What follows belongs to an exercise in optimizing a design on an open flow for small area and a short achievable clock period; a production flow would make more cautious choices. At most, simulation tests tie the RTL to the original design; equivalence was not proved. For run 1, only the layout was checked, not whether the RTL still works. Power is estimated from default activity; no workload was simulated.

## flow/config.mk

```make
export PLATFORM = sky130hd
export DESIGN_NAME = pkt_fifo_sync
export DESIGN_NICKNAME = pkt_fifo_sync
export VERILOG_FILES = /design/flow/design.v
export SDC_FILE = /design/flow/constraint.sdc
export NUM_CORES = 4
export LEC_CHECK = 0
export CAP_MARGIN = 20
export CORE_MARGIN = 2
export CORE_UTILIZATION = 60
export CTS_BUF_LIST = sky130_fd_sc_hd__clkbuf_8
export SETUP_SLACK_MARGIN = 0.2
export SLEW_MARGIN = 20
```

## flow/constraint.sdc

```tcl
create_clock -name core_clock -period 5.5 [get_ports {clk}]
set_input_delay 1.1000 -clock core_clock [delete_from_list [all_inputs] [get_ports {clk}]]
set_output_delay 1.1000 -clock core_clock [all_outputs]
set_load 0.01 [all_outputs]
```

## flow/design.v

```verilog
module pkt_fifo_sync #(
  parameter int DATA_W    = 32,
  parameter int DEPTH     = 64,
  parameter int AF_THRESH = DEPTH - 4
) (
  input  logic                       clk,
  input  logic                       rst_n,
  input  logic                       s_tvalid,
  output logic                       s_tready,
  input  logic [DATA_W-1:0]          s_tdata,
  input  logic                       s_tlast,
  input  logic                       s_tuser,
  output logic                       m_tvalid,
  input  logic                       m_tready,
  output logic [DATA_W-1:0]          m_tdata,
  output logic                       m_tlast,
  output logic [$clog2(DEPTH+1)-1:0] level,
  output logic [$clog2(DEPTH+1)-1:0] pkt_count,
  output logic                       almost_full,
  output logic                       drop_pulse
);
  localparam int CNT_W = $clog2(DEPTH + 1);
  localparam int RD    = DEPTH - 1;             
  localparam int RP_W  = $clog2(RD);
  localparam int W     = DATA_W + 1;
  function automatic logic [RP_W-1:0] rinc(input logic [RP_W-1:0] p);
    rinc = (p == RP_W'(RD - 1)) ? '0 : p + RP_W'(1);
  endfunction
  logic               drop_m;           
  logic [CNT_W-1:0]   lvl, cm, pkt;
  logic [RP_W-1:0]    rwp, rcp, rrp;    
  logic               mv_r, sr_r, af_r, dp_r;
  logic [W-1:0]       ring [RD];
  logic [W-1:0]       head;
  logic               pop, accept, wr, full_unc, disc, commit, app;
  logic               lvl0, lvl1, cm1, notfull, to_ring, adv_rd, adv_cm;
  logic [CNT_W-1:0]   lvl_n, cm_n, pkt_n;
  logic [RP_W-1:0]    rwp_a, rwp_n, rcp_n;
  logic               drop_n;
  logic [W-1:0]       din, rdata, head_n;
  logic [RD-1:0]      rsel, wsel;
  assign s_tready    = sr_r;
  assign m_tvalid    = mv_r;
  assign m_tdata     = head[DATA_W-1:0];
  assign m_tlast     = head[DATA_W];
  assign level       = lvl;
  assign pkt_count   = pkt;
  assign almost_full = af_r;
  assign drop_pulse  = dp_r;
  assign din      = {s_tlast, s_tdata};
  assign notfull  = ~lvl[CNT_W-1];
  assign lvl0     = (lvl == '0);
  assign lvl1     = (lvl == CNT_W'(1));
  assign cm1      = (cm == CNT_W'(1));
  assign pop      = mv_r & m_tready;
  assign accept   = s_tvalid & sr_r;
  assign wr       = ~drop_m & accept;
  assign full_unc = ~drop_m & lvl[CNT_W-1] & ~mv_r;
  assign disc     = full_unc | (wr & s_tlast & s_tuser);
  assign commit   = wr & s_tlast & ~s_tuser;
  assign app      = wr & ~(s_tlast & s_tuser);
  assign to_ring  = ~lvl0 & ~(pop & lvl1);
  assign adv_rd   = pop & ~lvl1;
  assign adv_cm   = pop & cm1 & ~lvl1;
  always_comb begin
    lvl_n  = disc ? (cm - CNT_W'(pop)) : (lvl + CNT_W'(app) - CNT_W'(pop));
    cm_n   = commit ? (lvl + CNT_W'(1) - CNT_W'(pop)) : (cm - CNT_W'(pop));
    pkt_n  = pkt + CNT_W'(commit) - CNT_W'(pop & head[DATA_W]);
    drop_n = drop_m ? ~(accept & s_tlast) : full_unc;
    rwp_a  = (app & to_ring) ? rinc(rwp) : rwp;
    rcp_n  = commit ? rwp_a : (adv_cm ? rinc(rcp) : rcp);
    rwp_n  = disc ? rcp_n : rwp_a;
  end
  always_comb begin
    for (int i = 0; i < RD; i++) begin
      rsel[i] = (rrp == RP_W'(i));
      wsel[i] = (rwp == RP_W'(i)) & notfull;
    end
    rdata = '0;
    for (int i = 0; i < RD; i++) rdata = rdata | ({W{rsel[i]}} & ring[i]);
  end
  always_comb begin
    if (pop) head_n = lvl1 ? din : rdata;
    else     head_n = lvl0 ? din : head;
  end
  always_ff @(posedge clk or negedge rst_n) begin
    if (!rst_n) begin
      drop_m <= 1'b0;
      lvl    <= '0;
      cm     <= '0;
      pkt    <= '0;
      rwp    <= '0;
      rcp    <= '0;
      rrp    <= '0;
      mv_r   <= 1'b0;
      sr_r   <= 1'b1;
      af_r   <= 1'b0;
      dp_r   <= 1'b0;
    end else begin
      drop_m <= drop_n;
      lvl    <= lvl_n;
      cm     <= cm_n;
      pkt    <= pkt_n;
      rwp    <= rwp_n;
      rcp    <= rcp_n;
      if (adv_rd) rrp <= rinc(rrp);
      mv_r   <= (cm_n != '0);
      sr_r   <= drop_n | ~lvl_n[CNT_W-1];
      af_r   <= (lvl_n >= CNT_W'(AF_THRESH));
      dp_r   <= disc;
    end
  end
  always_ff @(posedge clk) begin
    head <= head_n;
    for (int i = 0; i < RD; i++)
      if (wsel[i]) ring[i] <= din;
  end
endmodule
```

## flow/run.sh

```bash
#!/bin/bash
# synth_recipe.tcl (not shown) runs the flow's synth.tcl, then flattens the netlist and writes it again
# the make line also repeats each setting of config.mk as NAME=value (left out here)
make -C /OpenROAD-flow-scripts/flow DESIGN_CONFIG=/design/flow/config.mk WORK_HOME=/design/flow/orfs CLKGATE_MAP_FILE= SYNTH_SCRIPT=/design/flow/synth_recipe.tcl finish
```

==> results of run 1 <==
registers in the layout (all words and copies together) (netlist names):
signal  flops
af_r        1
pkt         7
rrp         6
head       33
rwp         6
drop_m      1
rcp         6
dp_r        1
sr_r        1
ring     2079
mv_r        1
lvl         7
cm          7
cells in the final DEF (no fill, tap or decap), types with 24 or more instances in the layout:
cell type and n:
nand2_1 165, edfxtp_1 2112, dfrtp_1 43, clkdlybuf4s50_1 54
inv_1 156, buf_12 29, buf_4 218, nor2_1 74
a21oi_1 65, clkinv_1 77, a31oi_1 25, nor2_4 104
nor3_1 52, and3_1 90, nand3_1 57, clkinv_2 24
nand4_1 161, clkbuf_8 359, a22oi_1 932, nor4_1 39
ha_1 33, buf_2 27
power by group through the flow:
stage | registers (mW) | logic, mW | clock network [mW]
after detailed placement | 19.5 | 6.22 | 0
after CTS | 19.2 | 6.23 | 12.2
final | 19.2 | 6.56 | 12.3
after global routing | 19.3 | 6.63 | 12.9
after global placement | 19.5 | 6.16 | 0
after floorplan | 19.4 | 2.90 | 0
cell type report:
type | instances | area (sq um)
flip-flops and latches | 2156 | 64500
fillers | 8904 | 40900
multi-input cells | 2034 | 14300
clock buffers | 359 | 4940
repair buffers | 336 | 3100
well taps | 1755 | 2200
clock inverters | 231 | 946
inverters | 35 | 131
diodes | 15 | 37.5
path summary, 6_finish.rpt:
| kind | start | to | slack, ns | cells past startpoint |
|---|---|---|---|---|
| max in group asynchronous | rst_n | dp_r$_DFF_PN0_ | 4.81 | 2 |
| max reg2reg | rrp[5]$_DFFE_PN0P_ | head[31]$_DFFE_PP_ | 1.13 | 7 |
| min reg2reg | pkt[0]$_DFF_PN0_ | pkt[0]$_DFF_PN0_ | 0.51 | 1 |
| min | rst_n | pkt[5]$_DFF_PN0_ | 0.22 | 2 |
| max | rrp[5]$_DFFE_PN0P_ | head[31]$_DFFE_PP_ | 1.13 | 7 |
| min in group core_clock | s_tdata[24] | ring[55][24]$_DFFE_PP_ | 0.47 | 1 |
layer usage:
layer	vias to the layer above	global-route usage	wire, um
li1	19436	-	-
met2	6127	0.696	140000
met4	10	0.301	26200
met3	1375	0.180	59000
met5	-	0	60
met1	26964	0.671	112000
critical path, cell delays in order (launching register included):
cell     delay (ns)
dfrtp_1        1.09
nand3_1        0.62
nor2_4         1.06
buf_4          0.56
a22oi_1        0.21
nand2_1        0.17
nor4_1         0.12
a41oi_1        0.32
logic make-up after synthesis:
kind of cell / after synthesis / share of synthesized area
AOI/OAI and AO/OA: 1132 / 0.105
xor gates and xnor gates: 17 / 0.00188
adders and majority gates: 35 / 0.00572
buffers and inverters: 285 / 0.0148
DFF: 2156 / 0.815
muxes: 23 / 0.00310
and+or+nand+nor: 827 / 0.0536
==> summary.txt, run 1 <==
- H-Tree Depth: 5
- Netlist Area Pre-Place: between 0.07 and 0.08 sq mm
- Startpoint types: register
- Max Freq: 229 MHz
- Clk slew on worst S/H paths: 0.06 ns
- Worst Skew: ~0.07 ns
- Ys Warns: 2
- RSZ-0062 raised after global routing: false
- Static Leak: 29.4 nW
- Count leader, synth: edfxtp_1
- Yosys cell types: 70
- Core Rows: roughly 130
- Maxcap violations: 0
- Initial Util: 0.603
- Power share of the clock group: 0.323
- Synth top cells by count: edfxtp_1 (2112), a22oi_1 (932), nor2_1 (178)
- Placed cell areas: 0.0842 sq mm
- Clk root buf: clkbuf_8
- # setup viols final: 0
- Initial antenna violation count: 19
- Grt ovf: 0
- WP data required: between 6 and 7 ns
- Power Internal: 26.7 mW
- I/O pin count: 89
- Seq/Total Area, Yosys: 0.815
- GRT Overall Usage: 0.497
- Switch share: 0.300
- WHS: approximately 0.22 ns
- Full die area: between 0.1 and 0.15 sq mm
- Combinational power share: 0.172
- DR pass1 iterations: 12
- Post-route antenna net violation count: 0
- GPL Wtd Cong: roughly 0.96
- Hold_buf cts: 0
- Via-to-Cell Ratio: 7.79
- Clock Tree Buf Depth: 4
- CTS tree: done
- Fin nets: ~5000
- Final WS setup: 1.13 ns
- Cell Count Post-Placement: 6312
- DR vias: between 50000 and 60000
- Power Total: between 30 and 40 mW
- Syn_area_per_cell: ~18 sq um
- Layout cells sized above 1: 0.161
- Final Hold Viols: 0
- Global-route wire length before repair: around 440000 um
- Max FO, Critical Path: 32
- Fin util: 0.688
- Switch Pwr: around 11 mW
- Final min period: between 4 and 5 ns
- Ys async rst share: 0.0204
- PwrDens: approximately 420 mW/mm^2
- CP endpoint kind: register
- Post-DP HPWL: 187000 um
- Net Count, Synth: 4548
- Non-filler cells, final: 6921
- IO Port Bufs: between 80 and 90
- Post-Place Setup Slack: about 1.2 ns
- Top-area cell type share of the netlist area: 0.802
- Synth area leaders: edfxtp_1 (80%), a22oi_1 (8.8%), dfrtp_1 (1.4%), nand4_1 (1.3%), nor2_1 (0.84%)
- Setup TNS: 0 ns
- Largest net degree at the start of global routing: between 60 and 70
- Number of synthesized flops with an enable pin: about 2100
- Sequential power share: 0.505
- Number of max-slew violations in the final report: 0
- CP Class: reg2reg
- Top cell type by total area after synthesis: edfxtp_1
- Period utilisation layout: 0.795
- Post-Route WL: approximately 340000 um
- Die H: approximately 370 um
- Prevailing post-synth register cell: edfxtp_1
- Area grow syn2layout: 14.0%
- TritonCTS buffer count: approximately 350
- Mapped Cells: approximately 4500
- CP arrival: ~5.2 ns
- Design area: around 0.09 sq mm
- Worst slew pin tran: around 1.3 ns
- Yosys reg bits: 2156
- Post-route DRC: 0
- Core ar.: about 0.13 sq mm
- Vias in the first global route: 48843
- Min-Delay Path Class: in2async
- Sink Count: 2156
- Slew headroom: 0.106
- Max VDD drop: just over 300 uV
- Die span in x: between 300 and 400 um
- Clk Latency, worst-skew pair: 1.07 ns
- Status: complete, no violations
- Routed length per instance: approximately 49 um
- Resize count post-CTS: 0
- Initial detailed-routing violation count: 12710
- Setup bufs post-CTS: 0
==> run 2: changes to the inputs <==
==> flow/design.v (replaced) <==
module pkt_fifo_sync #(
  parameter int DATA_W    = 32,
  parameter int DEPTH     = 64,
  parameter int AF_THRESH = DEPTH - 4
) (
  input  logic                       clk,
  input  logic                       rst_n,
  input  logic                       s_tvalid,
  output logic                       s_tready,
  input  logic [DATA_W-1:0]          s_tdata,
  input  logic                       s_tlast,
  input  logic                       s_tuser,
  output logic                       m_tvalid,
  input  logic                       m_tready,
  output logic [DATA_W-1:0]          m_tdata,
  output logic                       m_tlast,
  output logic [$clog2(DEPTH+1)-1:0] level,
  output logic [$clog2(DEPTH+1)-1:0] pkt_count,
  output logic                       almost_full,
  output logic                       drop_pulse
);
  localparam int PTR_W = $clog2(DEPTH);
  localparam int CNT_W = $clog2(DEPTH + 1);
  localparam int W     = DATA_W + 1;
  logic               drop_m;           
  logic [CNT_W-1:0]   lvl, cm, pkt;
  logic [PTR_W-1:0]   wp, cp, rp1;      
  logic               mv_r, sr_r, af_r, dp_r;
  logic [W-1:0]       mem [DEPTH];
  logic [W-1:0]       head;
  logic               pop, accept, wr, full_unc, disc, commit, app;
  logic [CNT_W-1:0]   lvl_n, cm_n, pkt_n;
  logic [PTR_W-1:0]   wp_n, cp_n;
  logic               drop_n;
  logic [W-1:0]       din, rdata, head_n;
  logic [DEPTH-1:0]   rsel, wsel;
  logic               lvl0, lvl1, notfull;
  assign s_tready    = sr_r;
  assign m_tvalid    = mv_r;
  assign m_tdata     = head[DATA_W-1:0];
  assign m_tlast     = head[DATA_W];
  assign level       = lvl;
  assign pkt_count   = pkt;
  assign almost_full = af_r;
  assign drop_pulse  = dp_r;
  assign din      = {s_tlast, s_tdata};
  assign notfull  = ~lvl[CNT_W-1];
  assign lvl0     = (lvl == '0);
  assign lvl1     = (lvl == CNT_W'(1));
  assign pop      = mv_r & m_tready;
  assign accept   = s_tvalid & sr_r;
  assign wr       = ~drop_m & accept;
  assign full_unc = ~drop_m & lvl[CNT_W-1] & ~mv_r;
  assign disc     = full_unc | (wr & s_tlast & s_tuser);
  assign commit   = wr & s_tlast & ~s_tuser;
  assign app      = wr & ~(s_tlast & s_tuser);
  always_comb begin
    lvl_n  = disc ? (cm - CNT_W'(pop)) : (lvl + CNT_W'(app) - CNT_W'(pop));
    cm_n   = commit ? (lvl + CNT_W'(1) - CNT_W'(pop)) : (cm - CNT_W'(pop));
    pkt_n  = pkt + CNT_W'(commit) - CNT_W'(pop & head[DATA_W]);
    drop_n = drop_m ? ~(accept & s_tlast) : full_unc;
    wp_n   = disc ? cp : (wp + PTR_W'(app));
    cp_n   = commit ? (wp + PTR_W'(1)) : cp;
  end
  always_comb begin
    for (int i = 0; i < DEPTH; i++) begin
      rsel[i] = (rp1 == PTR_W'(i));
      wsel[i] = (wp == PTR_W'(i)) & notfull;
    end
    rdata = '0;
    for (int i = 0; i < DEPTH; i++) rdata = rdata | ({W{rsel[i]}} & mem[i]);
  end
  always_comb begin
    if (pop) head_n = lvl1 ? din : rdata;
    else     head_n = lvl0 ? din : head;
  end
  always_ff @(posedge clk or negedge rst_n) begin
    if (!rst_n) begin
      drop_m <= 1'b0;
      lvl    <= '0;
      cm     <= '0;
      pkt    <= '0;
      wp     <= '0;
      cp     <= '0;
      rp1    <= PTR_W'(1);
      mv_r   <= 1'b0;
      sr_r   <= 1'b1;
      af_r   <= 1'b0;
      dp_r   <= 1'b0;
    end else begin
      drop_m <= drop_n;
      lvl    <= lvl_n;
      cm     <= cm_n;
      pkt    <= pkt_n;
      wp     <= wp_n;
      cp     <= cp_n;
      rp1    <= rp1 + PTR_W'(pop);
      mv_r   <= (cm_n != '0);
      sr_r   <= drop_n | ~lvl_n[CNT_W-1];
      af_r   <= (lvl_n >= CNT_W'(AF_THRESH));
      dp_r   <= disc;
    end
  end
  always_ff @(posedge clk) begin
    head <= head_n;
    for (int i = 0; i < DEPTH; i++)
      if (wsel[i]) mem[i] <= din;
  end
endmodule
--- a/flow/config.mk
+++ b/flow/config.mk
@@ -7,7 +7,6 @@
 export LEC_CHECK = 0
 export CAP_MARGIN = 20
 export CORE_MARGIN = 2
-export CORE_UTILIZATION = 60
-export CTS_BUF_LIST = sky130_fd_sc_hd__clkbuf_8
+export CORE_UTILIZATION = 40
 export SETUP_SLACK_MARGIN = 0.2
 export SLEW_MARGIN = 20
==> run 2 against run 1 <==
Against the previous run: sequential share of layout area fell by 0.86 points; synthesized cell count fell by 1.7%; sequential cell count rose by 33; count of clock-buffer cells in the layout fell by 80; combinational power barely moved; design area rose by 2.8%; power rose by 6.6%; via count fell by 4.2%; fmax rose by 7.6%; global-route usage fell by 18 points; highest routed layer unchanged.
==> summary.txt, run 2 <==
- Full die area: 0.202 sq mm (+50%)
- Post-Place Setup Slack: 1.37 ns (+0.138 ns)
- Mapped Cells: 4397 (-1.7%)
- Post-Route WL: 330000 um (-2.1%)
- Syn_area_per_cell: 18.1 sq um (+2.3%)
- Post-DP HPWL: 185000 um (-1.3%)
- Fin util: 0.470 (-0.218)
- WP data required: 6.20 ns (-0.15 ns)
- Area grow syn2layout: 16.5%
- Synth top cells by count: edfxtp_1 (2145), a22oi_1 (908), clkbuf_1 (206)
- Number of max-slew violations in the final report: 0 (unchanged)
- IO Port Bufs: 88 (unchanged)
- Leading cell types in the layout, fill and taps excluded: edfxtp_1 (2145), a22oi_1 (908), buf_4 (218), clkbuf_16 (216), nand2_1 (180)
- Setup bufs post-CTS: 0 (unchanged)
- Clk root buf: clkbuf_16
- GPL Wtd Cong: 0.879 (-8.7%)
- Worst slew pin tran: 1.36 ns (+0.0217 ns)
- Met3 WL post-DR: 51400 um (-13%)
- Max Freq: 246 MHz (+7.6%)
- Initial detailed-routing violation count: 11043 (-13%)
- Max VDD drop: 399 uV (+30%)
- GRT Overall Usage: 0.319 (-0.178)
- Setup TNS: 0 ns (unchanged)
- RSZ-0062 raised after global routing: false
- Initial antenna violation count: 16 (-3)
- Non-filler cells, final: 7547 (+9.0%)
- Max layer used: met5
- Clk slew on worst S/H paths: 0.07 ns (about the same)
- Ys Warns: 2 (unchanged)
- Placed cell areas: 0.0859 sq mm (+2.0%)
- Post-route DRC: 0 (unchanged)
- Largest registers: mem: 2112 flops, head: 33 flops
- Top-area cell type share of the netlist area: 0.810 (+0.00802)
- Global-route wire length before repair: 433000 um (-1.1%)
- PwrDens: 438 mW/mm^2 (+3.8%)
- Die H: 450 um (+23%)
- Period utilisation layout: 0.739 (-0.0564)
- Resize count post-CTS: 0 (unchanged)
- Seq/Total Area, Yosys: 0.823 (+0.00796)
- Die span in x: 450 um (+23%)
- Net Count, Synth: 4467 (-1.8%)
- Startpoint types: register
- Routed length per instance: 43.7 um (-10%)
- Clk Latency, worst-skew pair: 0.88 ns (-0.19 ns)
- Maxcap violations: 0 (unchanged)
- Min-Delay Path Class: in2async
- Power Total: 40.6 mW (+6.6%)
- I/O pin count: 89 (unchanged)
- Core Rows: 163 (+23%)
- Hold_buf cts: 0 (unchanged)
- Netlist Area Pre-Place: 0.0796 sq mm (+0.56%)
- Layout cells sized above 1: 0.144 (-0.0175)
- Wl on met1: 112000 um (about the same)
- Worst Skew: 0.0581 ns (-0.0118 ns)
- Most common cell after layout, fill and taps aside: edfxtp_1
- Final Hold Viols: 0 (unchanged)
- Largest net degree at the start of global routing: 66 (+1.5%)
- CP Class: reg2reg
- Top cell type by total area after synthesis: edfxtp_1
- Max FFs per register: 2112 (+1.6%)
- Clock Tree Buf Depth: 3 (-1)
- CP arrival: 4.76 ns (-0.47 ns)
- WHS: 0.237 ns (+0.0139 ns)
- Grt ovf: 0 (unchanged)
- Wire length on met2: 144000 um (+2.4%)
- Max FO, Critical Path: 26 (-19%)
- CP endpoint kind: register
- Count leader, synth: edfxtp_1
- Synth area leaders: edfxtp_1 (81%), a22oi_1 (8.6%), dfrtp_1 (1.3%), nand4_1 (1.1%), clkbuf_1 (0.97%)
- Core ar.: 0.197 sq mm (+51%)
- TritonCTS buffer count: 214 (-39%)
- Sink Count: 2189 (+1.5%)
- Static Leak: 29.1 nW (-1.0%)
- Status: complete, no violations
- Slew headroom: 0.0813 (-0.0246)
- Top reg by flops: mem
- Via-to-Cell Ratio: 6.84 (-12%)
- Initial Util: 0.403 (-0.200)
- Yosys cell types: 55 (-21%)
- Design area: 0.0927 sq mm (+2.8%)
- DR pass1 iterations: 7 (-5)
- DR vias: 51627 (-4.2%)
- Fin nets: 4780 (-4.2%)
- Vias in the first global route: 47401 (-3.0%)
- H-Tree Depth: 4 (-1)
- Final WS setup: 1.44 ns (+0.310 ns)
- Yosys reg bits: 2189 (+1.5%)
- Cell Count Post-Placement: 7132 (+13%)
- CTS tree: done
- Number of synthesized flops with an enable pin: 2145 (+1.6%)
- # setup viols final: 0 (unchanged)
- Post-route antenna net violation count: 0 (unchanged)
- Ys async rst share: 0.0201 (-0.000308)
- Prevailing post-synth register cell: edfxtp_1
- Final min period: 4.06 ns (-0.310 ns)
[run 2: power breakdown]
part	leakage [nW]	internal (mW)	total [mW]	switching, mW
Sequential	19.9	19.1	19.7	0.560
Clock	3.29	7.96	14.4	6.40
Combinational	5.98	1.91	6.58	4.67
[run 2: cell type report]
class                   count  area, sq um
fillers                 16621       105000
flip-flops and latches   2189        65500
multi-input cells        1947        14000
clock buffers             279         5640
well taps                2640         3300
repair buffers            328         2950
clock inverters           123         1120
inverters                  30          113
diodes                     11         27.5
[run 2: worst max-delay path, stage by stage (launching register included)]
cell and delay, ns:
dfrtp_1 0.83, or4b_2 0.80, nor2_4 0.62, buf_4 0.86, a22oi_1 0.23, nand4_1 0.20, nor4_1 0.10, a41oi_1 0.24
[run 2: logic make-up (layout without fill, tap and decap cells)]
kind of cell	count (synthesis)	after routing	share of synthesized area
XOR/XNOR	32	32	0.00352
adder cells (fa/ha/maj)	32	32	0.00522
multiplexers	6	6	0.000771
other	0	11	0
buffers and inverters	261	760	0.0127
AND/OR/NAND/NOR	728	728	0.0457
AO/OA/AOI/OAI	1149	1149	0.109
flip-flops	2189	2189	0.823
[run 2: path summary, 6_finish.rpt]
check | slack [ns] | start | cells past startpoint | end
hold / removal | 0.24 | rst_n | 1 | pkt[6]$_DFF_PN0_
min in group core_clock | 0.45 | cp[0]$_DFFE_PN0P_ | 2 | wp[0]$_DFF_PN0_
setup reg to reg | 1.44 | rp1[4]$_DFF_PN0_ | 7 | head[21]$_DFFE_PP_
max in group asynchronous | 4.83 | rst_n | 1 | rp1[0]$_DFF_PN1_
setup / recovery | 1.44 | rp1[4]$_DFF_PN0_ | 7 | head[21]$_DFFE_PP_
hold reg to reg | 0.45 | cp[0]$_DFFE_PN0P_ | 2 | wp[0]$_DFF_PN0_
[run 2: metal layers]
layer	up-vias	GRT usage
met5	-	0.00166
met4	15	0.182
met3	1163	0.0958
met2	5097	0.475
met1	26407	0.416
li1	18945	-

port drivers added, routing unchanged:
The results above use ideal ports. As a check the final layouts listed here were re-extracted and re-timed, cells and wires unchanged. Step 1 assumes that a clkbuf_16 drives the clock port and a buf_2 every other input. Step 2 also shifts input and output timing later by t, the mid clock arrival at the registers, as if the neighbouring blocks saw the same clock. Slacks: no drivers / after step 1 / after step 2; pairs: no drivers / after step 1.
run	t, ns	slack for setup (ns)	hold WS [ns]	worst setup path at the end	pins driven straight from the clock port
run 1	1.121	1.128 / 1.128 / 1.128	0.223 / 0.163 / 0.515	register to register	1
run 2	0.944	1.438 / 1.438 / 1.356	0.237 / 0.174 / 0.447	input to register	1
After both steps every run listed still meets setup and hold. For run 2, which loses most, drivers alone change the setup slack by 0.000 ns; drivers and shift together by -0.082 ns.
